What follows belongs to an exercise in optimizing a design on an open flow for small area, a short achievable clock period and few clock cycles; a production flow would make more cautious choices. Only simulation tests tie the RTL to the original design; equivalence was not proved.

<file path="flow/run.sh">
#!/bin/bash
# synth_recipe.tcl (not shown) runs the flow's synth.tcl, then flattens the netlist and writes it again
# the make line also repeats each setting of config.mk as NAME=value (left out here)
make -C /OpenROAD-flow-scripts/flow DESIGN_CONFIG=/design/flow/config.mk WORK_HOME=/design/flow/orfs CLKGATE_MAP_FILE= SYNTH_SCRIPT=/design/flow/synth_recipe.tcl finish
</file>
<file path="flow/config.mk">
export PLATFORM = sky130hd
export DESIGN_NAME = calculatorTop
export DESIGN_NICKNAME = calculatorTop
export VERILOG_FILES = /design/flow/design.v
export SDC_FILE = /design/flow/constraint.sdc
export NUM_CORES = 4
export LEC_CHECK = 0
export CAP_MARGIN = 20
export CORE_MARGIN = 2
export CORE_UTILIZATION = 40
export CTS_BUF_LIST = sky130_fd_sc_hd__clkbuf_16
export CTS_CLUSTER_DIAMETER = 200
export CTS_CLUSTER_SIZE = 50
export SLEW_MARGIN = 20
export SYNTH_HIERARCHICAL = 1
</file>
<file path="flow/constraint.sdc">
create_clock -name core_clock -period 80.0 [get_ports {clk}]
set_input_delay 16.0000 -clock core_clock [delete_from_list [all_inputs] [get_ports {clk}]]
set_output_delay 16.0000 -clock core_clock [all_outputs]
set_load 0.01 [all_outputs]
</file>
<file path="flow/design.v">
`timescale 1ns/1ps
package calc_pkg;
	typedef logic signed [24-1:0] operand_t;
	typedef logic [24-1:0] magnitude_t;
	typedef logic [4-1:0] keyCode_t;
	typedef logic [4-1:0] digitCount_t;
	typedef enum logic [1:0] {
		IDLE,
		FORWARD,  
		ACKED
	} entryState_t;
	typedef enum logic [2:0] {
		WAIT,
		REDUCE,
		PUSH,
		FLUSH,  
		EMIT,
		DONE
	} evalState_t;
endpackage
`timescale 1ns/1ps
module div10Step (
	input  logic [3:0] rin,
	input  logic       b,
	output logic       q,
	output logic [3:0] rout
);
	logic [2:0] m;
	always_comb begin
		q = 1'b1;
		m = 3'bxxx;
		case (rin)
			4'd0: begin q = 1'b0; m = 3'd0; end
			4'd1: begin q = 1'b0; m = 3'd1; end
			4'd2: begin q = 1'b0; m = 3'd2; end
			4'd3: begin q = 1'b0; m = 3'd3; end
			4'd4: begin q = 1'b0; m = 3'd4; end
			4'd5: m = 3'd0;
			4'd6: m = 3'd1;
			4'd7: m = 3'd2;
			4'd8: m = 3'd3;
			4'd9: m = 3'd4;
			default: ;
		endcase
	end
	assign rout = {m, b};
endmodule
`timescale 1ns/1ps
module calculatorTop (
	input  logic        clk,
	input  logic        rst_n,
	input  logic        keyReq,
	input  logic [3:0]  keyCode,
	output logic        keyAck,
	output logic        resReq,
	input  logic        resAck,
	output logic        resSign,
	output logic [23:0] resMagnitude,
	output logic [3:0]  resDigits,
	output logic        resError
);
	localparam logic [3:0] S_IDLE  = 4'd0;
	localparam logic [3:0] S_MUL   = 4'd1;
	localparam logic [3:0] S_ALIGN = 4'd2;
	localparam logic [3:0] S_STEP  = 4'd3;
	localparam logic [3:0] S_APPLY = 4'd4;
	localparam logic [3:0] S_FABS  = 4'd5;
	localparam logic [3:0] S_FD1   = 4'd6;
	localparam logic [3:0] S_FD2   = 4'd7;
	localparam logic [3:0] S_FD3   = 4'd8;
	localparam logic [3:0] S_FOUT  = 4'd9;
	logic       kv;
	logic [3:0] K;
	logic       kdone;
	logic [23:0] E;  
	logic [23:0] S;  
	logic [23:0] A;  
	logic [23:0] B;  
	logic [23:0] X;  
	logic [3:0] st;
	logic       fresh;   
	logic [1:0] ph;      
	logic       lowNeg;  
	logic       sZero;   
	logic       errAcc;  
	logic [1:0] nk;      
	logic       nkDiv;   
	logic       first;   
	logic       bc;      
	logic       qneg;    
	logic       xNeg;    
	logic       dnb;     
	logic [4:0] cnt;
	logic [1:0] bs;      
	assign resMagnitude = S;
	logic [2:0]  dh;
	logic [1:0]  dlo;
	logic [22:0] e5;
	logic [23:0] eMul;
	logic [22:0] eA;
	assign dh = K[3:1];
	assign dlo = dh[2] ? 2'b11 : dh[1:0];
	assign eA = {E[20:0], dlo};
	logic [23:0] eCy;
	assign eCy[0] = dh[2];
	for (genvar i = 0; i < 23; i++) begin : g_entry
		assign e5[i] = eA[i] ^ E[i] ^ eCy[i];
		assign eCy[i+1] = (eA[i] & E[i]) | (eCy[i] & (eA[i] ^ E[i]));
	end
	assign eMul = {e5, K[0]};
	logic [11:0] eDiv;
	logic [3:0]  dt [13];
	logic [3:0]  bsRem;   
	logic        bsHalf;  
	assign dt[0] = bsHalf ? bsRem : 4'd0;
	for (genvar i = 0; i < 12; i++) begin : g_div10
		div10Step stepU (.rin(dt[i]), .b(E[23-i]), .q(eDiv[11-i]), .rout(dt[i+1]));
	end
	logic        pS, pSraw, pX;
	logic        qE, qB, qA, qA2, qC, qS, invQ, cin;
	logic [23:0] qConst;
	logic [23:0] pOp, qOp;
	logic [23:0] aluA, aluB;
	logic [23:0] alu;
	logic        aluC;
	assign pOp = (({24{pS & ~sZero}} | {24{pSraw}}) & S) | ({24{pX}} & X);
	assign qOp = ({24{qE}} & E) | ({24{qB}} & B) | ({24{qA}} & A) | ({24{qA2}} & {A[22:0], 1'b0})
		| ({24{qC}} & qConst) | ({24{qS}} & S);
	assign aluA = pOp;
	assign aluB = qOp ^ {24{invQ}};
	logic [24:0] aluCy;
	assign aluCy[0] = cin;
	for (genvar i = 0; i < 24; i++) begin : g_alu
		assign alu[i] = aluA[i] ^ aluB[i] ^ aluCy[i];
		assign aluCy[i+1] = (aluA[i] & aluB[i]) | (aluCy[i] & (aluA[i] ^ aluB[i]));
	end
	assign aluC = aluCy[24];
	always_comb begin
		qConst = 24'd10000;
		if (st == S_FD2)
			qConst = resDigits[2] ? 24'd1000000 : 24'd100;
		else if (st == S_FD3)
			case (resDigits[2:1])
				2'b00: qConst = 24'd10;
				2'b01: qConst = 24'd1000;
				2'b10: qConst = 24'd100000;
				default: qConst = 24'd10000000;
			endcase
	end
	logic fits1, fits4;
	logic [23:0] smear;
	always_comb begin
		smear[23] = X[23];
		for (int i = 22; i >= 0; i--)
			smear[i] = smear[i+1] | X[i];
	end
	assign fits1 = ~B[23] & ~|(B[22:0] & ~smear[23:1]);
	assign fits4 = ~|B[23:20] & ~|(B[19:0] & ~smear[23:4]);
	logic aligning;
	assign aligning = st == S_ALIGN && (fits4 || fits1);
	logic [2:0] bv;
	assign bv = {1'b0, B[1:0]} + {2'b0, bc};
	logic mulLast;
	assign mulLast = B[23:2] == 22'd0 && !(bv == 3'd3 || bv == 3'd4);
	logic nkLow;
	assign nkLow = nk != 2'd2;
	logic kDigit, kBack, kOp, kHigh, kEq, kMinus, kDivide;
	assign kDigit = K < 4'd10;
	assign kBack = K == 4'd14;
	assign kOp = !kDigit && !kBack;
	assign kHigh = K == 4'd13 || K == 4'd15;
	assign kEq = K == 4'd12;
	assign kMinus = K == 4'd11;
	assign kDivide = K == 4'd15;
	logic engFree;
	assign engFree = st == S_IDLE;
	logic opReady;
	assign opReady = kv && kOp && engFree && !(resReq && !kHigh && ph != 2'd2);
	logic execNegE;    
	logic execOp;      
	logic execBsAlu;   
	assign execNegE = opReady && ph == 2'd2 && E[23] && !dnb;
	assign execOp = opReady && !execNegE;
	assign execBsAlu = kv && kBack && !bsHalf && engFree && (bs == 2'd0 ? E[23] : bs == 2'd2);
	logic engHold;
	assign engHold = resReq && nkLow && st == S_APPLY;
	always_comb begin
		pS = 0; pSraw = 0; pX = 0;
		qE = 0; qB = 0; qA = 0; qA2 = 0; qC = 0; qS = 0; invQ = 0; cin = 0;
		if (execOp) begin
			if (ph == 2'd0) begin
				qE = 1;
				if (!kHigh) begin
					pS = 1;
					invQ = lowNeg;
					cin = lowNeg;
				end
			end else begin
				qA = 1;
				invQ = A[23];
				cin = A[23];
			end
		end else if (execNegE || execBsAlu) begin
			qE = 1;
			invQ = 1;
			cin = 1;
		end
		case (st)
			S_MUL: begin
				pX = !first;
				pS = first && nkLow;
				case (bv)
					3'd1: qA = 1;
					3'd2: qA2 = 1;
					3'd3: qA = 1;
					default: ;
				endcase
				invQ = (bv == 3'd3) ^ (nkLow && lowNeg);
				cin = invQ;
			end
			S_ALIGN, S_STEP: begin
				pX = 1;
				qB = !aligning;
				invQ = !aligning && !xNeg;
				cin = invQ;
			end
			S_APPLY: begin
				qA = 1;
				pS = nkLow;
				invQ = qneg ^ (nkLow && lowNeg);
				cin = invQ;
			end
			S_FABS: begin
				pSraw = !S[23];
				qS = S[23];
				qC = !S[23];
				invQ = 1;
				cin = 1;
			end
			S_FD1, S_FD2, S_FD3: begin pSraw = 1; qC = 1; invQ = 1; cin = 1; end
			default: ;
		endcase
	end
	assign kdone = kv && (kDigit || (kBack && (bs == 2'd0 ? bsHalf : bs == 2'd2 && engFree)) || execOp);
	logic accept;
	assign accept = keyReq && !keyAck && (!kv || kdone);
	always_ff @(posedge clk or negedge rst_n) begin
		if (!rst_n) begin
			keyAck <= 1'b0;
			kv <= 1'b0;
		end else begin
			if (accept) begin
				keyAck <= 1'b1;
				kv <= 1'b1;
			end else begin
				if (!keyReq)
					keyAck <= 1'b0;
				if (kdone)
					kv <= 1'b0;
			end
		end
	end
	always_ff @(posedge clk) begin
		if (accept)
			K <= keyCode;
		bsRem <= dt[12];
	end
	always_ff @(posedge clk or negedge rst_n) begin
		if (!rst_n) begin
			fresh <= 1'b1;
			bs <= 2'd0;
			bsHalf <= 1'b0;
			dnb <= 1'b0;
		end else begin
			fresh <= 1'b0;
			if (execNegE)
				dnb <= 1'b1;
			else if (execOp)
				dnb <= 1'b0;
			if (kv && kBack) begin
				if (bsHalf || (bs == 2'd0 && !E[23]) || bs == 2'd1) begin
					bsHalf <= !bsHalf;
					if (bsHalf && bs == 2'd1)
						bs <= 2'd2;
				end else if (engFree)
					bs <= bs == 2'd0 ? 2'd1 : 2'd0;
			end
		end
	end
	always_ff @(posedge clk) begin
		if (fresh || execOp)
			E <= '0;
		else if (execNegE)
			E <= alu;
		else if (kv && kDigit)
			E <= eMul;
		else if (kv && kBack) begin
			if (bsHalf || (bs == 2'd0 && !E[23]) || bs == 2'd1)
				E <= {E[11:0], eDiv};
			else if (engFree)
				E <= alu;
		end
	end
	always_ff @(posedge clk or negedge rst_n) begin
		if (!rst_n) begin
			st <= S_IDLE;
			ph <= 2'd0;
			lowNeg <= 1'b0;
			sZero <= 1'b1;
			errAcc <= 1'b0;
			resReq <= 1'b0;
		end else begin
			if (resReq && resAck) begin
				resReq <= 1'b0;
				sZero <= 1'b1;
			end
			case (st)
				S_IDLE: begin
					if (execOp) begin
						if (ph == 2'd1)
							st <= S_MUL;
						else if (ph == 2'd2) begin
							if (E == 24'd0) begin
								errAcc <= 1'b1;
								st <= S_APPLY;
							end else
								st <= S_ALIGN;
						end else if (kHigh)
							ph <= kDivide ? 2'd2 : 2'd1;
						else begin
							sZero <= 1'b0;
							lowNeg <= kMinus;
							if (kEq)
								st <= S_FABS;
						end
					end
				end
				S_MUL: begin
					if (mulLast) begin
						if (nkLow) begin
							ph <= 2'd0;
							sZero <= 1'b0;
							lowNeg <= nk == 2'd1;
							st <= nk == 2'd3 ? S_FABS : S_IDLE;
						end else begin
							ph <= nkDiv ? 2'd2 : 2'd1;
							st <= S_IDLE;
						end
					end
				end
				S_ALIGN, S_STEP: begin
					if (aligning)
						st <= S_ALIGN;
					else if (cnt != 5'd0)
						st <= S_STEP;
					else if (nkLow || qneg)
						st <= S_APPLY;
					else begin
						ph <= nkDiv ? 2'd2 : 2'd1;
						st <= S_IDLE;
					end
				end
				S_APPLY: begin
					if (!engHold) begin
						if (nkLow) begin
							ph <= 2'd0;
							sZero <= 1'b0;
							lowNeg <= nk == 2'd1;
							st <= nk == 2'd3 ? S_FABS : S_IDLE;
						end else begin
							ph <= nkDiv ? 2'd2 : 2'd1;
							st <= S_IDLE;
						end
					end
				end
				S_FABS: begin
					lowNeg <= 1'b0;
					ph <= 2'd0;
					errAcc <= 1'b0;
					st <= S[23] ? S_FD1 : S_FD2;
				end
				S_FD1: st <= S_FD2;
				S_FD2: st <= S_FD3;
				S_FD3, S_FOUT: begin
					if (!resAck) begin
						resReq <= 1'b1;
						st <= S_IDLE;
					end else
						st <= S_FOUT;
				end
				default: st <= S_IDLE;
			endcase
		end
	end
	always_ff @(posedge clk) begin
		X <= alu;
		case (st)
			S_MUL: B <= {2'b00, B[23:2]};
			S_ALIGN, S_STEP: begin
				if (st == S_ALIGN && fits4)
					B <= {B[19:0], 4'd0};
				else if (st == S_ALIGN && fits1)
					B <= {B[22:0], 1'b0};
				else
					B <= {1'b0, B[23:1]};
			end
			default: B <= E;
		endcase
	end
	always_ff @(posedge clk) begin
		if (st == S_IDLE && execOp) begin
			nk <= kHigh ? 2'd2 : kEq ? 2'd3 : kMinus ? 2'd1 : 2'd0;
			nkDiv <= kDivide;
			first <= 1'b1;
			bc <= 1'b0;
			cnt <= 5'd0;
			xNeg <= 1'b0;
			qneg <= A[23] ^ dnb;
			if (ph == 2'd2)
				A <= '0;
			else if (ph == 2'd0) begin
				if (kHigh)
					A <= alu;
				else
					S <= alu;
			end
		end
		case (st)
			S_MUL: begin
				first <= 1'b0;
				bc <= bv[2] | (bv == 3'd3);
				A <= {A[21:0], 2'b00};
				if (mulLast) begin
					if (nkLow)
						S <= alu;
					else
						A <= alu;
				end
			end
			S_ALIGN, S_STEP: begin
				if (st == S_ALIGN && fits4)
					cnt <= cnt + 5'd4;
				else if (st == S_ALIGN && fits1)
					cnt <= cnt + 5'd1;
				else begin
					xNeg <= !aluC;
					A <= {A[22:0], aluC};
					cnt <= cnt - 5'd1;
				end
			end
			S_APPLY: begin
				if (!engHold) begin
					if (nkLow)
						S <= alu;
					else
						A <= alu;
				end
			end
			S_FABS: begin
				resSign <= S[23];
				resError <= errAcc;
				if (S[23])
					S <= alu;
				else
					resDigits <= {1'b0, aluC, 2'b00};
			end
			S_FD1: resDigits <= {1'b0, aluC, 2'b00};
			S_FD2: resDigits[1] <= aluC;
			S_FD3: resDigits <= {1'b0, resDigits[2:1], aluC} + 4'd1;
			default: ;
		endcase
	end
endmodule
</file>
==> impl_results.md, run 1 <==
- Vias: 11,200
- Initial antenna violation count: 2
- RSZ-0062 raised after global routing: false
- Input/output buffers: 39
- Post-CTS Setup Bufs: 0
- Clock Skews: between 0.015 and 0.02 ns
- CTS tree: built
- Highest routed layer: met5
- Clock transition at path regs: around 0.080 ns
- # DRC: 0
- Least-Margin Pin Slew: 1.115 ns
- Largest net degree at the start of global routing: 54
- Endpoints failing hold: 0
- Register bit total from synthesis: 163
- Starting Density: 0.4041
- # resized after CTS: 0
- Clock Path Buffers: 2
- Cell Area, Synth: 11,540 sq um
- H-Tree Depth: 4
- Outcome: no timing/DRC/antenna violations
- Total global routing overflow: 0
- Tcrit/Tclk final: 0.2192
- Inserted Diodes: 0
- WL met3: about 4900 um
- Max_slew headroom: 0.2567
- Setup ws final: between 60 and 70 ns
- Post-Route WL: about 43,000 um
- Worst hold path type: reg -> reg
- Syn_area_per_cell: about 8.7 sq um
- CTS Hold Bufs: 0
- Die footprint: around 30,000 sq um
- Main synth FF type: dfxtp_1
- CP Launch Point: resDigits[1]
- Cell variety after synth: 75
- Syn Inst Count: about 1,300
- EDFF count, synth: 20
- Final nets: 1,382
- Die Ht: about 170 um
- Number of instances in the placed design: roughly 1,700
- Peak Freq: about 57 MHz
- Area contributors post-synth: dfxtp_1, fa_1, edfxtp_1
- CP required: around 64 ns
- Yosys warning count: 10
- Final-layout fill cell count: 2,898
- Crit. End Element: primary output
- Setup tns final: 0 ns
- Die width: 173.8 um
- Post-synth top cells: dfxtp_1, nor2_1, nand2_1, a21oi_1, o21ai_0
- Placer Congestion: around 0.98
- GRT Total Usage: 0.2766
- Crit-path max FO: 7
- DP Wirelength: about 29,000 um
- CP Class: reg -> out
- Clk root buf: clkbuf_16
- Final worst path period need: around 18 ns
- R2R Path Start: st[1]
- Worst Path Arrival: 1.54 ns
- Worst skew pair latency: ~0.45 ns
- Wire length on met2: between 15,000 and 20,000 um
- Post-synth top area share: 0.2187
- Wire per inst: around 25 um
- Register area share after synthesis: 0.3078
- Post-route ant nets: 0
- Vias/cell: about 6.6
- Critical path's slowest cell: clkdlybuf4s50_1
- CP Launch Type: flop
- Drt initial violations: ~1,600
- Max Slew Vio Count: 0
- Area Overhead vs Synth: 10.22%
- Post-route insts no fill: 1,707
- Synth async-reset ratio: 0.1043
- Crit-path cells: clkdlybuf4s50_1
- Vias in the first global route: between 10,000 and 15,000
- I/O pin count: 40
- Placed Area: 12,150 sq um
- Cts bufs inserted: 17
- TritonCTS sink count: about 160
- Core area: 28,550 sq um
- Cell family with most CP delay: buffers and inverters
- Metal-1 WL: roughly 17,000 um
- Endpoints failing setup: 0
- Row cnt: slightly above 60
- Slowest stage delay, CP: between 0.5 and 0.6 ns
- Crit path buf inv count: 1
- Worst hold start: errAcc
- Ratio of cells with drive above 1 in the final layout: 0.09751
- Syn Nets: 1,403
- Fin area: ~13,000 sq um
- DP Worst Slack: 62.53 ns
- First-pass GRT wire length: 64,290 um
- Drt first pass iters: 9
- Max_cap viols: 0
- Post-synth top area cell: dfxtp_1
==> modules after synthesis (local to each module, per instance) <==
module         flip-flops and latches  cells
calculatorTop                     163   1188
div10Step                           0     12
==> cells in the final DEF (no fill, tap or decap), types with 6 or more instances in the layout <==
master / synthesis / final
nand2b_1: 20 / 20
a22o_1: 24 / 24
a31oi_1: 9 / 9
a21o_2: 12 / 12
clkbuf_16: 0 / 17
o21ai_0: 86 / 86
nor3_1: 12 / 11
nand4_1: 7 / 7
or3b_1: 12 / 12
and2b_2: 12 / 12
a221o_1: 38 / 38
and2_1: 10 / 10
or2_2: 6 / 6
mux2i_1: 45 / 45
o31ai_1: 10 / 10
nor4b_1: 17 / 15
a211oi_1: 44 / 44
xnor2_1: 28 / 28
nand3_1: 12 / 12
a221oi_1: 26 / 26
a22oi_1: 30 / 30
nand2_1: 98 / 98
dfrtp_1: 15 / 15
and3_1: 8 / 7
o22ai_1: 34 / 34
ha_1: 17 / 17
xor2_1: 6 / 6
a21oi_1: 88 / 88
inv_1: 55 / 56
edfxtp_1: 20 / 20
mux2_2: 22 / 22
nor2b_1: 10 / 10
dfxtp_1: 126 / 126
fa_1: 46 / 46
nor2_1: 126 / 126
buf_4: 16 / 31
a222oi_1: 18 / 18
clkdlybuf4s50_1: 0 / 39
nor4_1: 14 / 14
==> path summary, 6_finish.rpt <==
kind / end / slack [ns] / cells past startpoint
setup reg to reg: A[23] / 64.40 / 39
max in group asynchronous: dnb / 63.44 / 1
min in group asynchronous: errAcc / 16.03 / 1
setup / recovery: resDigits[1] / 62.46 / 1
hold / removal: resError / 0.48 / 0
hold reg to reg: resError / 0.48 / 0
==> sequential cells by signal, indices dropped and copies added (netlist names), 2 cells and up <==
| name | flops |
|---|---|
| resDigits | 4 |
| S | 24 |
| B | 24 |
| E | 24 |
| nk | 2 |
| cnt | 5 |
| bsRem | 4 |
| bs | 2 |
| A | 24 |
| st | 4 |
| X | 24 |
| K | 4 |
| ph | 2 |
==> final cells by class <==
cell class              count  area (sq um)  share of cell area
clock buffers              17         425.4             0.03346
clock inverters            14         125.1            0.009841
well taps                 384         480.5             0.03779
flip-flops and latches    163          3551              0.2793
inverters                  56         215.2             0.01693
repair buffers             70         623.1             0.04901
multi-input cells        1003          7295              0.5737
==> per-layer routing <==
layer	vias to the layer above	GRT usage
li1	4908	-
met1	5403	0.3663
met2	736	0.4125
met3	152	0.08289
met4	4	0.1320
met5	-	0
==> logic make-up after synthesis <==
kind of cell	synth area share
and+or+nand+nor	0.1703
xor gates and xnor gates	0.02581
adders and majority gates	0.09826
AOI/OAI and AO/OA	0.2707
DFF	0.3078
muxes	0.06247
other	0.0003251
buffers and inverters	0.06432
==> stage by stage <==
step                hold slack (ns)  utilization
CTS                          0.4805       0.4450
global placement             0.4573       0.4257
finish                       0.4798       0.4454
global route                 0.5035       0.4454
detailed placement           0.4412       0.4257
floorplan                    0.4254            -
Testbench counts, summed over its fixed seeds: cycles 34,751.
==> inputs of run 2 (changes only) <==
--- a/flow/design.v
+++ b/flow/design.v
@@ -66,7 +66,5 @@
 	localparam logic [3:0] S_APPLY = 4'd4;
 	localparam logic [3:0] S_FABS  = 4'd5;
-	localparam logic [3:0] S_FD1   = 4'd6;
-	localparam logic [3:0] S_FD2   = 4'd7;
-	localparam logic [3:0] S_FD3   = 4'd8;
+	localparam logic [3:0] S_FD    = 4'd6;
 	localparam logic [3:0] S_FOUT  = 4'd9;
 	logic       kv;
@@ -136,16 +134,4 @@
 	end
 	assign aluC = aluCy[24];
-	always_comb begin
-		qConst = 24'd10000;
-		if (st == S_FD2)
-			qConst = resDigits[2] ? 24'd1000000 : 24'd100;
-		else if (st == S_FD3)
-			case (resDigits[2:1])
-				2'b00: qConst = 24'd10;
-				2'b01: qConst = 24'd1000;
-				2'b10: qConst = 24'd100000;
-				default: qConst = 24'd10000000;
-			endcase
-	end
 	logic fits1, fits4;
 	logic [23:0] smear;
@@ -157,4 +143,20 @@
 	assign fits1 = ~B[23] & ~|(B[22:0] & ~smear[23:1]);
 	assign fits4 = ~|B[23:20] & ~|(B[19:0] & ~smear[23:4]);
+	logic [6:0] pAbove;   
+	logic [6:0] pUnsure;  
+	assign pAbove = {1'b0, smear[20], smear[17], smear[14], smear[10], smear[7], smear[4]};
+	assign pUnsure = {smear[23], smear[19], smear[16], smear[13], smear[9], smear[6], smear[3]} & ~pAbove;
+	assign qConst = ({24{pUnsure[0]}} & 24'd10) | ({24{pUnsure[1]}} & 24'd100)
+		| ({24{pUnsure[2]}} & 24'd1000) | ({24{pUnsure[3]}} & 24'd10000)
+		| ({24{pUnsure[4]}} & 24'd100000) | ({24{pUnsure[5]}} & 24'd1000000)
+		| ({24{pUnsure[6]}} & 24'd10000000);
+	logic [2:0] nAbove;
+	logic       unsureHit;
+	logic [3:0] digitCount;
+	assign nAbove[2] = pAbove[3];
+	assign nAbove[1] = (pAbove[1] & ~pAbove[3]) | pAbove[5];
+	assign nAbove[0] = (pAbove[0] & ~pAbove[1]) | (pAbove[2] & ~pAbove[3]) | (pAbove[4] & ~pAbove[5]);
+	assign unsureHit = |pUnsure & aluC;
+	assign digitCount = {1'b0, nAbove} + {2'b00, unsureHit, ~unsureHit};
 	logic aligning;
 	assign aligning = st == S_ALIGN && (fits4 || fits1);
@@ -238,5 +240,5 @@
 				cin = 1;
 			end
-			S_FD1, S_FD2, S_FD3: begin pSraw = 1; qC = 1; invQ = 1; cin = 1; end
+			S_FD: begin pSraw = 1; qC = 1; invQ = 1; cin = 1; end
 			default: ;
 		endcase
@@ -374,14 +376,13 @@
 					end
 				end
-				S_FABS: begin
-					lowNeg <= 1'b0;
-					ph <= 2'd0;
-					errAcc <= 1'b0;
-					st <= S[23] ? S_FD1 : S_FD2;
-				end
-				S_FD1: st <= S_FD2;
-				S_FD2: st <= S_FD3;
-				S_FD3, S_FOUT: begin
-					if (!resAck) begin
+				S_FABS, S_FD, S_FOUT: begin
+					if (st == S_FABS) begin
+						lowNeg <= 1'b0;
+						ph <= 2'd0;
+						errAcc <= 1'b0;
+					end
+					if (st == S_FABS && S[23])
+						st <= S_FD;
+					else if (!resAck) begin
 						resReq <= 1'b1;
 						st <= S_IDLE;
@@ -462,12 +463,10 @@
 				if (S[23])
 					S <= alu;
-				else
-					resDigits <= {1'b0, aluC, 2'b00};
 			end
-			S_FD1: resDigits <= {1'b0, aluC, 2'b00};
-			S_FD2: resDigits[1] <= aluC;
-			S_FD3: resDigits <= {1'b0, resDigits[2:1], aluC} + 4'd1;
+			S_FD: resDigits <= digitCount;
 			default: ;
 		endcase
+		if (st == S_FABS && !S[23])
+			resDigits <= digitCount;
 	end
 endmodule
==> flow/flow/run.sh (new file) <==
#!/bin/bash
# The standard layout, with the port buffers made of plain buffers
# instead of the delay cells the resizer picks by default.
set -euo pipefail
export BUFFER_PORTS_ARGS="-buffer_cell sky130_fd_sc_hd__buf_2"
bash standard.sh > standard.log 2>&1
==> flow/standard.sh (new file) <==
#!/bin/bash
# synth_recipe.tcl (not shown) runs the flow's synth.tcl, then flattens the netlist and writes it again
# the make line also repeats each setting of config.mk as NAME=value (left out here)
make -C /OpenROAD-flow-scripts/flow DESIGN_CONFIG=/design/flow/config.mk WORK_HOME=/design/flow/orfs CLKGATE_MAP_FILE= SYNTH_SCRIPT=/design/flow/synth_recipe.tcl "${@:-finish}"
--- a/flow/config.mk
+++ b/flow/config.mk
@@ -8,8 +8,8 @@
 export CAP_MARGIN = 20
 export CORE_MARGIN = 2
-export CORE_UTILIZATION = 40
-export CTS_BUF_LIST = sky130_fd_sc_hd__clkbuf_16
-export CTS_CLUSTER_DIAMETER = 200
-export CTS_CLUSTER_SIZE = 50
+export CORE_UTILIZATION = 65
+export CTS_BUF_LIST = sky130_fd_sc_hd__clkbuf_8
+export CTS_CLUSTER_SIZE = 30
+export PLACE_DENSITY = 0.75
 export SLEW_MARGIN = 20
 export SYNTH_HIERARCHICAL = 1
removed: flow/run.sh
==> impl_results.md, run 2 <==
- Outcome: no timing/DRC/antenna violations
- Drt first pass iters: 10 (+1)
- H-Tree Depth: 4 (unchanged)
- Max_slew headroom: 0.2996 (+0.04288)
- Post-synth top area share: 0.2148 (-0.003890)
- Cell family with most CP delay: flip-flops
- # resized after CTS: 0 (unchanged)
- Commonest non-fill, non-tap cell in the layout: dfxtp_1
- Register bit total from synthesis: 163 (unchanged)
- Fin area: 12,410 sq um (-2.4%)
- Final nets: 1,394 (+0.87%)
- Vias in the first global route: 10,810 (+3.8%)
- Die Ht: 138.4 um (-20%)
- Row cnt: 49 (-21%)
- Number of instances in the placed design: 1,537 (-8.2%)
- Die width: 138.4 um (-20%)
- CP Launch Type: flop
- Syn Nets: 1,408 (+0.36%)
- Syn_area_per_cell: 8.758 sq um (+1.1%)
- Crit-path cells: buf_2
- Synth async-reset ratio: 0.1043 (unchanged)
- Largest net degree at the start of global routing: 52 (-3.7%)
- First-pass GRT wire length: 63,360 um (-1.5%)
- Placed Area: 12,040 sq um (-0.92%)
- Vias/cell: 7.378 (+12%)
- Post-CTS Setup Bufs: 0 (unchanged)
- Post-Route WL: 41,030 um (-3.7%)
- Main synth FF type: dfxtp_1
- Final-layout fill cell count: 1,469 (-49%)
- Worst hold path type: reg -> reg
- Worst Path Arrival: 1.20 ns (-0.34 ns)
- Clock Path Buffers: 2 (unchanged)
- Cell variety after synth: 83 (+11%)
- Ratio of cells with drive above 1 in the final layout: 0.1425 (+0.04503)
- Vias: 11,580 (+3.3%)
- Core area: 17,840 sq um (-38%)
- Wire per inst: 26.15 um (+4.7%)
- Post-route ant nets: 0 (unchanged)
- Final worst path period need: 17.20 ns (-0.3418 ns)
- Max_cap viols: 0 (unchanged)
- CP Class: reg -> out
- Cell Area, Synth: 11,750 sq um (+1.8%)
- # DRC: 0 (unchanged)
- Starting Density: 0.6583 (+0.2542)
- Crit-path max FO: 8 (+1)
- Clock transition at path regs: 0.09 ns (about the same)
- Die footprint: 19,160 sq um (-37%)
- Clock Skews: 0.01833 ns (+0.0009783 ns)
- Register area share after synthesis: 0.3023 (-0.005476)
- Crit. End Element: primary output
- Area of the multi-input gates: 7543 sq um (+3.4%)
- Worst skew pair latency: 0.49 ns (+0.04 ns)
- Most common cell in the netlist: dfxtp_1
- Least-Margin Pin Slew: 1.024 ns (-0.09080 ns)
- Drt initial violations: 1,984 (+24%)
- Syn Inst Count: 1,341 (+0.68%)
- Input/output buffers: 39 (unchanged)
- Area contributors post-synth: dfxtp_1, fa_1, edfxtp_1
- Post-layout util: 0.6958 (+0.2505)
- CTS tree: built
- Placer Congestion: 1.071 (+9.2%)
- Total global routing overflow: 0 (unchanged)
- Most frequent cells in the layout: dfxtp_1, nand2_1, a21oi_1
- EDFF count, synth: 20 (unchanged)
- RSZ-0062 raised after global routing: false
- DP Wirelength: 28,820 um (-1.0%)
- TritonCTS sink count: 163 (unchanged)
- Crit path buf inv count: 1 (unchanged)
- Post-synth top cells: dfxtp_1, nand2_1, a21oi_1, o21ai_0, clkbuf_1
- Endpoints failing setup: 0 (unchanged)
- Cts bufs inserted: 17 (unchanged)
- Peak Freq: 58.15 MHz (+2.0%)
- Post-route insts no fill: 1,569 (-8.1%)
- CTS Hold Bufs: 0 (unchanged)
- Critical path's slowest cell: dfrtp_1
- Area Overhead vs Synth: 5.699%
- Endpoints failing hold: 0 (unchanged)
- Register Area: 3551 sq um (unchanged)
- Slowest stage delay, CP: 0.53 ns (-0.06 ns)
- Initial antenna violation count: 0 (-2)
- CP required: 64.00 ns (about the same)
- Max Slew Vio Count: 0 (unchanged)
- Setup tns final: 0 ns (unchanged)
- Yosys warning count: 10 (unchanged)
- Tcrit/Tclk final: 0.2150 (-0.004272)
- Inserted Diodes: 0 (unchanged)
- I/O pin count: 40 (unchanged)
- GRT Total Usage: 0.4233 (+0.1466)
- Clk root buf: clkbuf_8
- Post-synth top area cell: dfxtp_1
==> run 2: changes by cell type in the layout (fill, tap and decap cells not counted), sizes merged, moves of 12 or more <==
cell and delta:
nor2 -66, buf +41, clkdlybuf4s50 -39, a211oi -30, o211ai +29, nand3 +24, o22ai -19, a221oi -15
mux2i -14, o221ai +12
==> run 2: path summary, 6_finish.rpt <==
kind	from	endpoint	slack [ns]	depth (start not counted)
min in group asynchronous	rst_n	ph[0]	15.44	1
max in group asynchronous	rst_n	sZero	64.22	1
worst max-delay path	resReq	resReq	62.80	1
worst min register to register	xNeg	xNeg	0.47	2
worst max register to register	X[16]	resDigits[2]	63.41	37
worst min-delay path	xNeg	xNeg	0.47	2
==> run 2: routing by layer <==
metal,routed length (um),GRT usage
met1,15960,0.5757
met2,17270,0.6071
met3,5189,0.1171
met4,2617,0.2433
met5,0,0
==> run 2: final cells by class <==
class,instances,share of cell area
timing repair buffer,72,0.03568
sequential,163,0.2860
inverter,58,0.01754
tap,229,0.02308
clock inverter,12,0.007861
multi-input combinational,1015,0.6076
clock buffer,20,0.02217
==> run 2: logic make-up (layout without fill, tap and decap cells) <==
family,Yosys count,count (layout),share of synthesized area
adders and majority gates,59,59,0.09289
buffers and inverters,163,162,0.05987
AOI/OAI and AO/OA,474,474,0.2856
other,1,1,0.0003193
muxes,61,61,0.05518
DFF,163,163,0.3023
and+or+nand+nor,388,388,0.1799
xor gates and xnor gates,32,32,0.02386
==> run 2: Yosys stat by module, one instance, submodules excluded <==
module	copies in the design	cells
calculatorTop	1	1197
div10Step	12	12
==> run 2: worst reg2reg max path, delay by kind of cell, from the launching register on <==
family	cells	cell delay (ns)
fa+ha+maj	25	11.74
simple gates	4	2.10
buf+inv	3	0.99
compound gates	3	0.74
flops	1	0.40
xor+xnor	2	0.35
==> run 2: through the flow <==
| step | setup slack [ns] | hold slack [ns] |
|---|---|---|
| 4_1_cts | 62.83 | 0.4722 |
| 3_5_place_dp | 62.98 | 0.4518 |
| 6_report | 62.80 | 0.4739 |
| 5_1_grt | 62.80 | 0.4967 |
| 3_3_place_gp | 63.05 | 0.4443 |
| 2_1_floorplan | 63.19 | 0.4249 |
Testbench counts of run 2, summed over its fixed seeds: cycles 34,221.
==> inputs of run 3 (changes only) <==
--- a/flow/design.v
+++ b/flow/design.v
@@ -84,5 +84,4 @@
 	logic [1:0] nk;      
 	logic       nkDiv;   
-	logic       first;   
 	logic       bc;      
 	logic       qneg;    
@@ -198,9 +197,10 @@
 					cin = lowNeg;
 				end
-			end else begin
+			end else if (ph == 2'd2) begin
 				qA = 1;
 				invQ = A[23];
 				cin = A[23];
-			end
+			end else
+				pS = !kHigh;
 		end else if (execNegE || execBsAlu) begin
 			qE = 1;
@@ -210,6 +210,5 @@
 		case (st)
 			S_MUL: begin
-				pX = !first;
-				pS = first && nkLow;
+				pX = 1;
 				case (bv)
 					3'd1: qA = 1;
@@ -413,5 +412,4 @@
 			nk <= kHigh ? 2'd2 : kEq ? 2'd3 : kMinus ? 2'd1 : 2'd0;
 			nkDiv <= kDivide;
-			first <= 1'b1;
 			bc <= 1'b0;
 			cnt <= 5'd0;
@@ -429,5 +427,4 @@
 		case (st)
 			S_MUL: begin
-				first <= 1'b0;
 				bc <= bv[2] | (bv == 3'd3);
 				A <= {A[21:0], 2'b00};
==> impl_results.md, run 3 <==
- Post-synth top area share: 0.2170 (+0.002202)
- Stages on worst setup path: 1 (unchanged)
- Post-CTS Setup Bufs: 0 (unchanged)
- Cell Area, Synth: 11,530 sq um (-1.8%)
- Worst skew pair latency: 0.48 ns (about the same)
- Inserted Diodes: 0 (unchanged)
- I/O pin count: 40 (unchanged)
- Final hold slack: 0.5058 ns (+0.03194 ns)
- Vias in the first global route: 10,580 (-2.0%)
- Die footprint: 18,830 sq um (-1.7%)
- Peak Freq: 57.98 MHz (-0.30%)
- Post-synth top cells: nand2_1, dfxtp_1, a21oi_1, o21ai_0, clkbuf_1
- Core area: 17,300 sq um (-3.1%)
- Wire per inst: 24.60 um (-5.9%)
- Register bit total from synthesis: 162 (-0.61%)
- Main synth FF type: dfxtp_1
- Post-synth top area cell: dfxtp_1
- Synth async-reset ratio: 0.1049 (+0.0006438)
- Drt initial violations: 1,681 (-15%)
- Outcome: no timing/DRC/antenna violations
- Endpoints failing setup: 0 (unchanged)
- Total global routing overflow: 0 (unchanged)
- CP Launch Type: flop
- Area contributors post-synth: dfxtp_1, fa_1, nand2_1
- Ratio of cells with drive above 1 in the final layout: 0.1075 (-0.03499)
- CTS tree: built
- Row cnt: 48 (-2.0%)
- Met1 Use GR: 0.5522 (-0.02353)
- Syn Inst Count: 1,360 (+1.4%)
- Setup tns final: 0 ns (unchanged)
- Syn Nets: 1,428 (+1.4%)
- Hold depth: 1 (-1)
- Max_slew headroom: 0.1821 (-0.1175)
- GRT met2 Usage: 0.6277 (+0.02061)
- Final worst path period need: 17.25 ns (+0.05130 ns)
- Post-route ant nets: 0 (unchanged)
- Placer Congestion: 0.9810 (-8.4%)
- H-Tree Depth: 4 (unchanged)
- CP Class: reg -> out
- Worst Path Arrival: 1.25 ns (+0.05 ns)
- Vias: 11,240 (-2.9%)
- Yosys warning count: 10 (unchanged)
- Syn_area_per_cell: 8.481 sq um (-3.2%)
- DP Wirelength: 26,880 um (-6.7%)
- Post-layout util: 0.6991 (+0.003305)
- Crit. End Element: primary output
- Crit path buf inv count: 1 (unchanged)
- Most common cell in the netlist: nand2_1
- GRT Total Usage: 0.4189 (-0.004327)
- Slowest stage delay, CP: 0.57 ns (+0.04 ns)
- Max_cap viols: 0 (unchanged)
- Reg2reg setup slack: 64.46 ns (+1.05 ns)
- Largest net degree at the start of global routing: 50 (-3.8%)
- Cell variety after synth: 85 (+2.4%)
- Most frequent cells in the layout: nand2_1, dfxtp_1, a21oi_1
- Vias/cell: 7.186 (-2.6%)
- Initial antenna violation count: 0 (unchanged)
- Cell family with most CP delay: flip-flops
- Clock transition at path regs: 0.10 ns (about the same)
- Crit-path cells: buf_2
- RSZ-0062 raised after global routing: false
- GR peak layer: met2
- Final nets: 1,394 (unchanged)
- Critical path's slowest cell: dfrtp_1
- Max Slew Vio Count: 0 (unchanged)
- Drt first pass iters: 10 (unchanged)
- Tcrit/Tclk final: 0.2156 (+0.0006412)
- Clock Path Buffers: 2 (unchanged)
- Area Overhead vs Synth: 4.849%
- Clk root buf: clkbuf_8
- R2R cell count: 38 (+2.7%)
- Cts bufs inserted: 17 (unchanged)
- # DRC: 0 (unchanged)
- Setup ws final: 62.75 ns (-0.05130 ns)
- Least-Margin Pin Slew: 1.222 ns (+0.1981 ns)
- # resized after CTS: 0 (unchanged)
- Register area share after synthesis: 0.3061 (+0.003807)
- Crit-path max FO: 8 (unchanged)
- Die Ht: 137.2 um (-0.88%)
- Starting Density: 0.6668 (+0.008490)
- First-pass GRT wire length: 59,500 um (-6.1%)
- Endpoints failing hold: 0 (unchanged)
- TritonCTS sink count: 162 (-0.61%)
- Die width: 137.2 um (-0.88%)
- EDFF count, synth: 20 (unchanged)
- Input/output buffers: 39 (unchanged)
- Commonest non-fill, non-tap cell in the layout: nand2_1
- Post-Route WL: 38,470 um (-6.2%)
- CP required: 64.00 ns (about the same)
- GR Util met3: 0.1317 (+0.01464)
- Clock Skews: 0.01501 ns (-0.003319 ns)
- CTS Hold Bufs: 0 (unchanged)
- Worst hold path type: reg -> reg
- DP Worst Slack: 62.98 ns (-0.003300 ns)
## run 3: cell count changes after synthesis, sizes merged, moves of 17 or more
cell,change
nand2,+66
o211ai,-24
xor2,+23
xnor2,-22
nand3,-21
a22o,-17
## run 3: cell families after synthesis
logic type,Yosys count,share of synthesized area
flops,162,0.3061
mux,53,0.04860
xor+xnor,33,0.02506
other cells,1,0.0003251
fa+ha+maj,60,0.09568
buf+inv,166,0.06357
compound gates,462,0.2724
simple gates,423,0.1882
## run 3: cell type report
type / instances / area [sq um]
Clock buffer: 19 / 261.5
Clock inverter: 13 / 158.9
Fill cell: 1443 / 5204
Inverter: 56 / 210.2
Multi-Input combinational cell: 1032 / 7320
Sequential cell: 162 / 3531
Tap cell: 225 / 281.5
Timing Repair Buffer: 57 / 330.3
## run 3: metrics by stage
| step | cells | cell area [sq um] |
|---|---|---|
| final | 1564 | 12090 |
| after global routing | 1564 | 12090 |
| after CTS | 1564 | 12090 |
| after detailed placement | 1532 | 11670 |
| after global placement | 1532 | 11670 |
| after floorplan | 1360 | 11530 |
## run 3: worst reg2reg max path: cells and delay by family (launching register included)
| family | cells | cell delay [ns] |
|---|---|---|
| and+or+nand+nor | 7 | 2.21 |
| xor gates and xnor gates | 2 | 0.37 |
| buffers and inverters | 3 | 0.68 |
| AOI/OAI and AO/OA | 1 | 0.25 |
| adders and majority gates | 25 | 11.30 |
| DFF | 1 | 0.47 |
## run 3: layer usage
metal  vias to the layer above  share of wire
li1                       4945              -
met1                      5351           0.39
met2                       797           0.43
met3                       146           0.13
met4                         0          0.048
met5                         -              0
## run 3: per-module statistics from Yosys (local to each module, per instance)
module	cell area, sq um	times used	flip-flops and latches
calculatorTop	10600	1	162
div10Step	77.57	12	0
## run 3: path summary, 6_finish.rpt
path                            startpoint            to
worst min register to register      keyAck            kv
worst min-delay path                keyAck            kv
min in group asynchronous            rst_n            kv
max in group asynchronous            rst_n         sZero
worst max-delay path                resReq        resReq
worst max register to register       X[23]  resDigits[2]
Testbench counts of run 3, summed over its fixed seeds: cycles 34,221.
==> inputs of run 4 (changes only) <==
==> flow/flow/run.sh (replaced) <==
#!/bin/bash
# The standard layout, with the port buffers made of plain buffers
# instead of the delay cells the resizer picks by default, and the timing
# repair asked to work on the paths that set the achieved period (the
# 80 ns clock leaves them about 63 ns of slack) with any cell size.
set -euo pipefail
export BUFFER_PORTS_ARGS="-buffer_cell sky130_fd_sc_hd__buf_2"
export SETUP_SLACK_MARGIN=63.4
export MATCH_CELL_FOOTPRINT=0
bash standard.sh > standard.log 2>&1
==> impl_results.md, run 4 <==
- CTS Hold Bufs: 0 (unchanged)
- Clk root buf: clkbuf_8
- Area contributors post-synth: dfxtp_1, fa_1, nand2_1
- CP Class: reg -> out
- Least-Margin Pin Slew: 1.026 ns (-0.1958 ns)
- # DRC: 0 (unchanged)
- Max Slew Vio Count: 0 (unchanged)
- Outcome: no timing/DRC/antenna violations
- Crit-path cells: buf_6
- Register bit total from synthesis: 162 (unchanged)
- Syn_area_per_cell: 8.481 sq um (unchanged)
- Synth async-reset ratio: 0.1049 (unchanged)
- Setup ws final: 62.96 ns (+0.2088 ns)
- Largest net degree at the start of global routing: 50 (unchanged)
- Fin area: 12,490 sq um (+3.3%)
- Ratio of cells with drive above 1 in the final layout: 0.1478 (+0.04023)
- DP Wirelength: 26,630 um (-0.95%)
- First-pass GRT wire length: 59,460 um (about the same)
- Main synth FF type: dfxtp_1
- Max_cap viols: 0 (unchanged)
- Crit path buf inv count: 1 (unchanged)
- Post-synth top cells: nand2_1, dfxtp_1, a21oi_1, o21ai_0, clkbuf_1
- TritonCTS sink count: 162 (unchanged)
- Total global routing overflow: 0 (unchanged)
- Vias: 11,410 (+1.5%)
- CP Launch Point: resReq
- Most frequent cells in the layout: nand2_1, a21oi_1, o21ai_0
- Starting Density: 0.6668 (unchanged)
- CP Launch Type: flop
- H-Tree Depth: 4 (unchanged)
- GRT Total Usage: 0.4206 (+0.001675)
- I/O pin count: 40 (unchanged)
- EDFF count, synth: 20 (unchanged)
- Commonest non-fill, non-tap cell in the layout: nand2_1
- Placed Area: 11,670 sq um (unchanged)
- Metal-1 WL: 14,620 um (-1.7%)
- RSZ-0062 raised after global routing: true
- Clock transition at path regs: 0.10 ns (about the same)
- Area Overhead vs Synth: 8.299%
- Core area: 17,300 sq um (unchanged)
- Syn Nets: 1,428 (unchanged)
- Input/output buffers: 39 (unchanged)
- Tcrit/Tclk final: 0.2130 (-0.002610)
- Yosys warning count: 10 (unchanged)
- Syn Inst Count: 1,360 (unchanged)
- Drt first pass iters: 7 (-3)
- Post-synth top area share: 0.2170 (unchanged)
- Worst hold path type: reg -> reg
- Wire length on met2: 17,130 um (+3.2%)
- Hold depth: 2 (+1)
- Cell variety after synth: 85 (unchanged)
- Initial antenna violation count: 1 (+1)
- Clock Skews: 0.01470 ns (-0.0003119 ns)
- Worst hold start: xNeg
- Wire per inst: 24.61 um (about the same)
- Vias in the first global route: 10,650 (+0.64%)
- Critical path's slowest cell: dfrtp_2
- WL met3: 5331 um (+3.4%)
- Inserted Diodes: 0 (unchanged)
- R2R cell count: 39 (+2.6%)
- Vias/cell: 7.166 (-0.27%)
- Cts bufs inserted: 17 (unchanged)
- Post-synth top area cell: dfxtp_1
- Placer Congestion: 0.9794 (-0.16%)
- Worst skew pair latency: 0.49 ns (about the same)
- Stages on worst setup path: 1 (unchanged)
- Slowest stage delay, CP: 0.44 ns (-0.13 ns)
- Row cnt: 48 (unchanged)
- Die width: 137.2 um (unchanged)
- Endpoints failing hold: 0 (unchanged)
- Register area share after synthesis: 0.3061 (unchanged)
- Cell family with most CP delay: flip-flops
- Endpoints failing setup: 0 (unchanged)
- Post-Route WL: 39,190 um (+1.9%)
- Final nets: 1,422 (+2.0%)
- Final worst path period need: 17.04 ns (-0.2088 ns)
- Drt initial violations: 1,739 (+3.5%)
- Crit-path max FO: 2 (-6)
- Worst Path Arrival: 1.04 ns (-0.21 ns)
- Setup tns final: 0 ns (unchanged)
- CTS tree: built
- Crit. End Element: primary output
- Max_slew headroom: 0.3157 (+0.1336)
- R2R Path Start: ph[0]
- Cell Area, Synth: 11,530 sq um (unchanged)
- Clock Path Buffers: 2 (unchanged)
- Peak Freq: 58.69 MHz (+1.2%)
- Die footprint: 18,830 sq um (unchanged)
- Most common cell in the netlist: nand2_1
- DP Worst Slack: 63.28 ns (+0.3027 ns)
- Post-route ant nets: 0 (unchanged)
- CP required: 64.00 ns (about the same)
- Die Ht: 137.2 um (unchanged)
- Highest routed layer: met5
-- run 4: cell counts after synthesis --
No cell type changed its count.
-- run 4: worst paths after layout --
check,end,slack (ns)
setup / recovery,resReq,62.96
hold / removal,xNeg,0.51
setup reg to reg,resDigits[2],64.52
hold reg to reg,xNeg,0.51
max in group asynchronous,sZero,64.24
min in group asynchronous,keyAck,15.43
-- run 4: through the flow --
| stage | cells | hold slack (ns) | utilization |
|---|---|---|---|
| after floorplan | 1360 | 0.4254 | - |
| after global placement | 1531 | 0.4757 | 0.6747 |
| after detailed placement | 1531 | 0.4930 | 0.6748 |
| after CTS | 1588 | 0.5047 | 0.7195 |
| after global routing | 1592 | 0.5164 | 0.7222 |
| final | 1592 | 0.5096 | 0.7222 |
-- run 4: modules after synthesis (local to each module, per instance) --
| module | cells | times used | flops+latches | cell area [sq um] |
|---|---|---|---|---|
| div10Step | 12 | 12 | 0 | 77.57 |
| calculatorTop | 1216 | 1 | 162 | 10600 |
-- run 4: timing repair --
| action | 4_1_cts | 5_1_grt |
|---|---|---|
| endpoints found under the setup margin | 32 | 32 |
| resized for setup | 53 | 1 |
| buffers inserted | 25 | 4 |
-- run 4: metal layers --
layer  vias to the layer above  global-route usage
met5                         -                   0
li1                       5010                   -
met4                         2              0.2027
met2                       848              0.6266
met3                       195              0.1483
met1                      5354              0.5446
-- run 4: kinds of logic after synthesis --
kind of cell    after synthesis  synth area share
compound gates              462            0.2724
simple gates                423            0.1882
buf+inv                     166           0.06357
flops                       162            0.3061
fa+ha+maj                    60           0.09568
mux                          53           0.04860
xor+xnor                     33           0.02506
other cells                   1         0.0003251
-- run 4: cell type report --
type	instances	area, sq um
clock buffers	17	234.0
clock inverters	15	160.2
fillers	1385	4806
inverters	56	210.2
multi-input cells	1032	7341
flip-flops and latches	162	3567
well taps	225	281.5
repair buffers	85	696.9
==> inputs of run 5 (changes only) <==
==> flow/flow/run.sh (replaced) <==
#!/bin/bash
# The standard layout, with the port buffers made of plain buffers
# instead of the delay cells the resizer picks by default, and a clock tree
# without the dummy loads CTS adds to even out its branches.
set -euo pipefail
export BUFFER_PORTS_ARGS="-buffer_cell sky130_fd_sc_hd__buf_2"
export CTS_ARGS="-sink_clustering_enable -repair_clock_nets -sink_clustering_size 30 -buf_list sky130_fd_sc_hd__clkbuf_8 -dont_use_dummy_load"
bash standard.sh > standard.log 2>&1
==> impl_results.md, run 5 <==
- Commonest non-fill, non-tap cell in the layout: nand2_1
- Cts bufs inserted: 17 (unchanged)
- Die width: 137.2 um (unchanged)
- # resized after CTS: 0 (-100%)
- CTS tree: built
- Ratio of cells with drive above 1 in the final layout: 0.09894 (-0.04883)
- Crit-path cells: buf_2
- Post-route insts no fill: 1,549 (-2.7%)
- Post-synth top area share: 0.2170 (unchanged)
- Total global routing overflow: 0 (unchanged)
- Die footprint: 18,830 sq um (unchanged)
- Post-CTS Setup Bufs: 0 (-100%)
- Area contributors post-synth: dfxtp_1, fa_1, nand2_1
- Row cnt: 48 (unchanged)
- Main combinational cell family by area after synthesis: compound AO/OA/AOI/OAI gates
- Peak Freq: 58.08 MHz (-1.0%)
- Cell family with most CP delay: flip-flops
- Cell variety after synth: 85 (unchanged)
- Drt first pass iters: 7 (unchanged)
- CP required: 64.00 ns (about the same)
- # DRC: 0 (unchanged)
- Outcome: no timing/DRC/antenna violations
- Cell Area, Synth: 11,530 sq um (unchanged)
- Mux contribution to synthesized area: 0.04860 (unchanged)
- Vias: 11,210 (-1.8%)
- Final worst path period need: 17.22 ns (+0.1791 ns)
- EDFF count, synth: 20 (unchanged)
- Post-synth top area cell: dfxtp_1
- Main synth FF type: dfxtp_1
- Setup tns final: 0 ns (unchanged)
- Most common cell in the netlist: nand2_1
- DP Wirelength: 26,880 um (+0.96%)
- Synth Area in Adders: 0.09568 (unchanged)
- Area Overhead vs Synth: 3.233%
- Drt initial violations: 1,643 (-5.5%)
- Largest net degree at the start of global routing: 50 (unchanged)
- Post-synthesis simple-gate area fraction: 0.1882 (unchanged)
- Least-Margin Pin Slew: 1.240 ns (+0.2132 ns)
- CP Launch Type: flop
- Synth async-reset ratio: 0.1049 (unchanged)
- Final-layout fill cell count: 1,475 (+6.5%)
- Worst hold path type: reg -> reg
- Yosys warning count: 10 (unchanged)
- H-Tree Depth: 4 (unchanged)
- Tcrit/Tclk final: 0.2152 (+0.002239)
- Syn Inst Count: 1,360 (unchanged)
- Post-route ant nets: 0 (unchanged)
- XOR/XNOR Fraction of Synth Area: 0.02506 (unchanged)
- Vias/cell: 7.234 (+0.94%)
- Endpoints failing hold: 0 (unchanged)
- Register bit total from synthesis: 162 (unchanged)
- Max_cap viols: 0 (unchanged)
- Endpoints failing setup: 0 (unchanged)
- Worst skew pair latency: 0.47 ns (-0.02 ns)
- Compound-Gate Fraction of Synth Area: 0.2724 (unchanged)
- Max_slew headroom: 0.1705 (-0.1452)
- Register Area: 3531 sq um (-1.0%)
- First-pass GRT wire length: 59,330 um (-0.22%)
- Core area: 17,300 sq um (unchanged)
- Worst Path Arrival: 1.22 ns (+0.18 ns)
- Register area share after synthesis: 0.3061 (unchanged)
- Number of instances in the placed design: 1,532 (+0.065%)
- Crit. End Element: primary output
- Post-synth top cells: nand2_1, dfxtp_1, a21oi_1, o21ai_0, clkbuf_1
- Clock Skews: 0.03461 ns (+0.01991 ns)
- CTS Hold Bufs: 0 (unchanged)
- Clock transition at path regs: 0.08 ns (-0.02 ns)
- Starting Density: 0.6668 (unchanged)
- Post-Route WL: 38,690 um (-1.3%)
- Clk root buf: clkbuf_8
- GRT Total Usage: 0.4178 (-0.002778)
- Critical path's slowest cell: dfrtp_1
- Crit-path max FO: 8 (+6)
- Input/output buffers: 39 (unchanged)
- Placer Congestion: 0.9810 (+0.16%)
- Syn Nets: 1,428 (unchanged)
- Slowest stage delay, CP: 0.56 ns (+0.12 ns)
- RSZ-0062 raised after global routing: false
- Max Slew Vio Count: 0 (unchanged)
- Clock Path Buffers: 2 (unchanged)
- Die Ht: 137.2 um (unchanged)
- I/O pin count: 40 (unchanged)
- CP Class: reg -> out
- Inserted Diodes: 0 (unchanged)
- Initial antenna violation count: 0 (-1)
- Most frequent cells in the layout: nand2_1, dfxtp_1, a21oi_1
- Wire per inst: 24.98 um (+1.5%)
- Syn_area_per_cell: 8.481 sq um (unchanged)
- TritonCTS sink count: 162 (unchanged)
- Area of the multi-input gates: 7320 sq um (-0.29%)
- Vias in the first global route: 10,500 (-1.4%)
- Crit path buf inv count: 1 (unchanged)
- Final nets: 1,394 (-2.0%)
run 5: cell counts after synthesis:
Identical to the previous run, type by type.
run 5: layer usage:
metal	vias to the layer above	routed length, um	GRT usage
li1	4933	-	-
met1	5327	14780	0.5593
met2	808	16850	0.6249
met3	137	5307	0.1199
met4	0	1753	0.1942
met5	-	0	0
run 5: cells by family after synthesis:
group,count (synthesis)
compound gates,462
xor+xnor,33
fa+ha+maj,60
buf+inv,166
flops,162
mux,53
other cells,1
simple gates,423
run 5: final cells by class:
cell class	instances	area share
inverter	56	0.01765
sequential	162	0.2966
clock buffer	17	0.01965
timing repair buffer	57	0.02774
multi-input combinational	1032	0.6148
tap	225	0.02364
run 5: worst paths after layout:
| kind | start | end | slack [ns] | cells after the start |
|---|---|---|---|---|
| min in group asynchronous | rst_n | bs[1] | 15.45 | 1 |
| hold reg to reg | errAcc | resError | 0.50 | 0 |
| setup / recovery | resReq | resReq | 62.78 | 1 |
| max in group asynchronous | rst_n | sZero | 64.21 | 1 |
| setup reg to reg | X[23] | resDigits[2] | 64.39 | 38 |
| hold / removal | errAcc | resError | 0.50 | 0 |
run 5: metrics by stage:
| stage | util | setup WS [ns] | hold slack, ns | cell area [sq um] |
|---|---|---|---|---|
| 2_1_floorplan | - | 63.19 | 0.4254 | 11530 |
| 3_3_place_gp | 0.6748 | 63.03 | 0.4779 | 11670 |
| 3_5_place_dp | 0.6748 | 62.98 | 0.4790 | 11670 |
| 4_1_cts | 0.6884 | 62.79 | 0.4957 | 11910 |
| 5_1_grt | 0.6884 | 62.74 | 0.4953 | 11910 |
| 6_report | 0.6884 | 62.78 | 0.4998 | 11910 |
run 5: modules after synthesis (local to each module, per instance):
| module | flops+latches | copies in the design | area [sq um] | cells |
|---|---|---|---|---|
| div10Step | 0 | 12 | 77.57 | 12 |
| calculatorTop | 162 | 1 | 10600 | 1216 |
==> inputs of run 6 (changes only) <==
--- a/flow/design.v
+++ b/flow/design.v
@@ -90,4 +90,5 @@
 	logic [4:0] cnt;
 	logic [1:0] bs;      
+	logic       resBusy;  
 	assign resMagnitude = S;
 	logic [2:0]  dh;
@@ -177,5 +178,5 @@
 	assign engFree = st == S_IDLE;
 	logic opReady;
-	assign opReady = kv && kOp && engFree && !(resReq && !kHigh && ph != 2'd2);
+	assign opReady = kv && kOp && engFree && !(resBusy && !kHigh && ph != 2'd2);
 	logic execNegE;    
 	logic execOp;      
@@ -185,5 +186,5 @@
 	assign execBsAlu = kv && kBack && !bsHalf && engFree && (bs == 2'd0 ? E[23] : bs == 2'd2);
 	logic engHold;
-	assign engHold = resReq && nkLow && st == S_APPLY;
+	assign engHold = resBusy && nkLow && st == S_APPLY;
 	always_comb begin
 		pS = 0; pSraw = 0; pX = 0;
@@ -311,7 +312,9 @@
 			errAcc <= 1'b0;
 			resReq <= 1'b0;
+			resBusy <= 1'b0;
 		end else begin
-			if (resReq && resAck) begin
+			if (resBusy && resAck) begin
 				resReq <= 1'b0;
+				resBusy <= 1'b0;
 				sZero <= 1'b1;
 			end
@@ -385,4 +388,5 @@
 					else if (!resAck) begin
 						resReq <= 1'b1;
+						resBusy <= 1'b1;
 						st <= S_IDLE;
 					end else
==> impl_results.md, run 6 <==
- Outcome: no timing/DRC/antenna violations
- Row cnt: 48 (unchanged)
- Synth async-reset ratio: 0.1104 (+0.005491)
- Endpoints failing hold: 0 (unchanged)
- # DRC: 0 (unchanged)
- First-pass GRT wire length: 58,670 um (-1.1%)
- Clock Skews: 0.03627 ns (+0.001663 ns)
- Peak Freq: 58.59 MHz (+0.88%)
- Total global routing overflow: 0 (unchanged)
- Die width: 137.0 um (-0.13%)
- Die footprint: 18,780 sq um (-0.25%)
- Syn Nets: 1,387 (-2.9%)
- CP required: 64.00 ns (about the same)
- Most common cell in the netlist: nand2_1
- H-Tree Depth: 4 (unchanged)
- Register area share after synthesis: 0.3091 (+0.002974)
- CTS Hold Bufs: 0 (unchanged)
- Setup tns final: 0 ns (unchanged)
- Post-route ant nets: 0 (unchanged)
- Vias: 11,090 (-1.1%)
- Cts bufs inserted: 17 (unchanged)
- Die Ht: 137.0 um (-0.13%)
- Core area: 17,300 sq um (unchanged)
- Clk root buf: clkbuf_8
- Critical path's slowest cell: dfxtp_1
- Setup ws final: 62.93 ns (+0.1504 ns)
- Input/output buffers: 39 (unchanged)
- Largest net degree at the start of global routing: 46 (-8.0%)
- Placer Congestion: 0.9832 (+0.22%)
- Tcrit/Tclk final: 0.2134 (-0.001880)
- Max_slew headroom: 0.2631 (+0.09259)
- GRT Total Usage: 0.4114 (-0.006414)
- Endpoints failing setup: 0 (unchanged)
- Vias/cell: 7.250 (+0.22%)
- Most frequent cells in the layout: nand2_1, dfxtp_1, a21oi_1
- Wire per inst: 24.84 um (-0.55%)
- Area contributors post-synth: dfxtp_1, fa_1, edfxtp_1
- Register bit total from synthesis: 163 (+0.62%)
- Yosys warning count: 10 (unchanged)
- Drt initial violations: 1,619 (-1.5%)
- Post-synth top area cell: dfxtp_1
- DP Wirelength: 26,700 um (-0.69%)
- Max_cap viols: 0 (unchanged)
- CTS tree: built
- Least-Margin Pin Slew: 1.103 ns (-0.1370 ns)
- Worst hold path type: reg -> reg
- DP Worst Slack: 63.02 ns (+0.04290 ns)
- EDFF count, synth: 20 (unchanged)
- Crit-path cells: buf_2
- Syn Inst Count: 1,319 (-3.0%)
- I/O pin count: 40 (unchanged)
- Worst Path Arrival: 1.07 ns (-0.15 ns)
- Post-Route WL: 37,980 um (-1.8%)
- Post-synth top cells: nand2_1, dfxtp_1, a21oi_1, nor2_1, o21ai_0
- TritonCTS sink count: 163 (+0.62%)
- # resized after CTS: 0 (unchanged)
- Slowest stage delay, CP: 0.43 ns (-0.13 ns)
- Worst skew pair latency: 0.49 ns (+0.02 ns)
- Final-layout fill cell count: 1,465 (-0.68%)
- Cell Area, Synth: 11,500 sq um (-0.26%)
- RSZ-0062 raised after global routing: false
- CP Launch Type: flop
- Clock Path Buffers: 2 (unchanged)
- Syn_area_per_cell: 8.721 sq um (+2.8%)
- Cell family with most CP delay: flip-flops
- Drt first pass iters: 13 (+6)
- Cell variety after synth: 88 (+3.5%)
- Crit-path max FO: 7 (-1)
- Post-synth top area share: 0.2175 (+0.0005664)
- Starting Density: 0.6651 (-0.001736)
- Area Overhead vs Synth: 3.829%
- Main synth FF type: dfxtp_1
- CP Class: reg -> out
- Final nets: 1,372 (-1.6%)
- Final worst path period need: 17.07 ns (-0.1504 ns)
- Crit. End Element: primary output
- Post-CTS Setup Bufs: 0 (unchanged)
- Initial antenna violation count: 1 (+1)
- Commonest non-fill, non-tap cell in the layout: nand2_1
- Max Slew Vio Count: 0 (unchanged)
- Ratio of cells with drive above 1 in the final layout: 0.1244 (+0.02548)
- Vias in the first global route: 10,290 (-2.0%)
- Crit path buf inv count: 1 (unchanged)
- Clock transition at path regs: 0.08 ns (about the same)
==> run 6: changes by cell type after synthesis, sizes merged, moves of 12 or more <==
cell	change
a211oi	+15
o221ai	-12
o211ai	+22
xor2	-20
buf	+13
a31oi	-15
clkbuf	-25
xnor2	+22
o22a	-13
nand2	-43
nor2	+19
o21ai	-25
==> run 6: path summary, 6_finish.rpt <==
kind	cells past startpoint	end	from	slack, ns
min in group asynchronous	1	keyAck	rst_n	15.45
worst min-delay path	0	resError	errAcc	0.46
worst max register to register	41	resDigits[2]	ph[0]	64.18
worst min register to register	0	resError	errAcc	0.46
max in group asynchronous	1	fresh	rst_n	64.20
worst max-delay path	1	resMagnitude[23]	S[23]	62.93
==> run 6: cells by family after synthesis <==
kind of cell	synth area share
muxes	0.06221
xor gates and xnor gates	0.02665
other	0.0003260
and+or+nand+nor	0.1839
AOI/OAI and AO/OA	0.2609
adders and majority gates	0.09593
buffers and inverters	0.06091
DFF	0.3091
==> run 6: Yosys stat by module, one instance, submodules excluded <==
module         copies in the design  cells inside  area [sq um]
div10Step                        12            12         77.57
calculatorTop                     1          1175         10570
==> run 6: layer usage <==
layer,global-route usage,vias to the layer above,share of wire
li1,-,4853,-
met1,0.5636,5324,0.39
met2,0.6001,761,0.43
met3,0.1296,147,0.14
met4,0.1718,0,0.040
met5,0,-,0
==> run 6: area by class of cell <==
| class | instances | area, sq um | area share |
|---|---|---|---|
| multi-input combinational | 1007 | 7287 | 0.6101 |
| sequential | 163 | 3556 | 0.2977 |
| timing repair buffer | 64 | 382.9 | 0.03206 |
| tap | 225 | 281.5 | 0.02357 |
| clock buffer | 17 | 234.0 | 0.01959 |
| inverter | 51 | 197.7 | 0.01655 |
| antenna | 2 | 5.005 | 0.0004190 |
==> run 6: metrics by stage <==
step	instances	cell area (sq um)	util	hold WS, ns
floorplan	1319	11500	-	0.4254
global placement	1510	11710	0.6767	0.4498
detailed placement	1510	11710	0.6767	0.4431
CTS	1527	11940	0.6902	0.4707
global route	1527	11940	0.6902	0.4762
finish	1529	11940	0.6905	0.4637
Testbench counts of run 6, summed over its fixed seeds: cycles 34,221.

[port drivers added, routing unchanged]
No port has a modelled driver above. Below, the same layouts with a new extraction and two added sets of constraints.
Step 1 sets driving cells, clkbuf_16 on the clock port and buf_2 on the other inputs (assumed; they add their load-dependent delay and slew).
Step 2 also shifts input and output timing later by t, the mid clock arrival at the registers, as if the neighbouring blocks saw the same clock.
Three values: ideal, step 1, step 2; two values: the first two.
run	shift t [ns]	setup slack, ns	hold slack, ns	cell pins on the clock port's net
run 1	0.489	62.461 / 62.410 / 62.559	0.480 / 0.480 / 0.480	1
run 2	0.526	62.803 / 62.759 / 63.012	0.474 / 0.474 / 0.474	1
run 3	0.514	62.752 / 62.710 / 62.966	0.506 / 0.506 / 0.506	1
run 4	0.524	62.960 / 62.915 / 63.281	0.510 / 0.510 / 0.510	1
run 5	0.497	62.781 / 62.741 / 62.968	0.500 / 0.500 / 0.500	1
run 6	0.512	62.932 / 62.890 / 63.030	0.464 / 0.464 / 0.464	1
After both steps setup and hold are still met in every run listed.
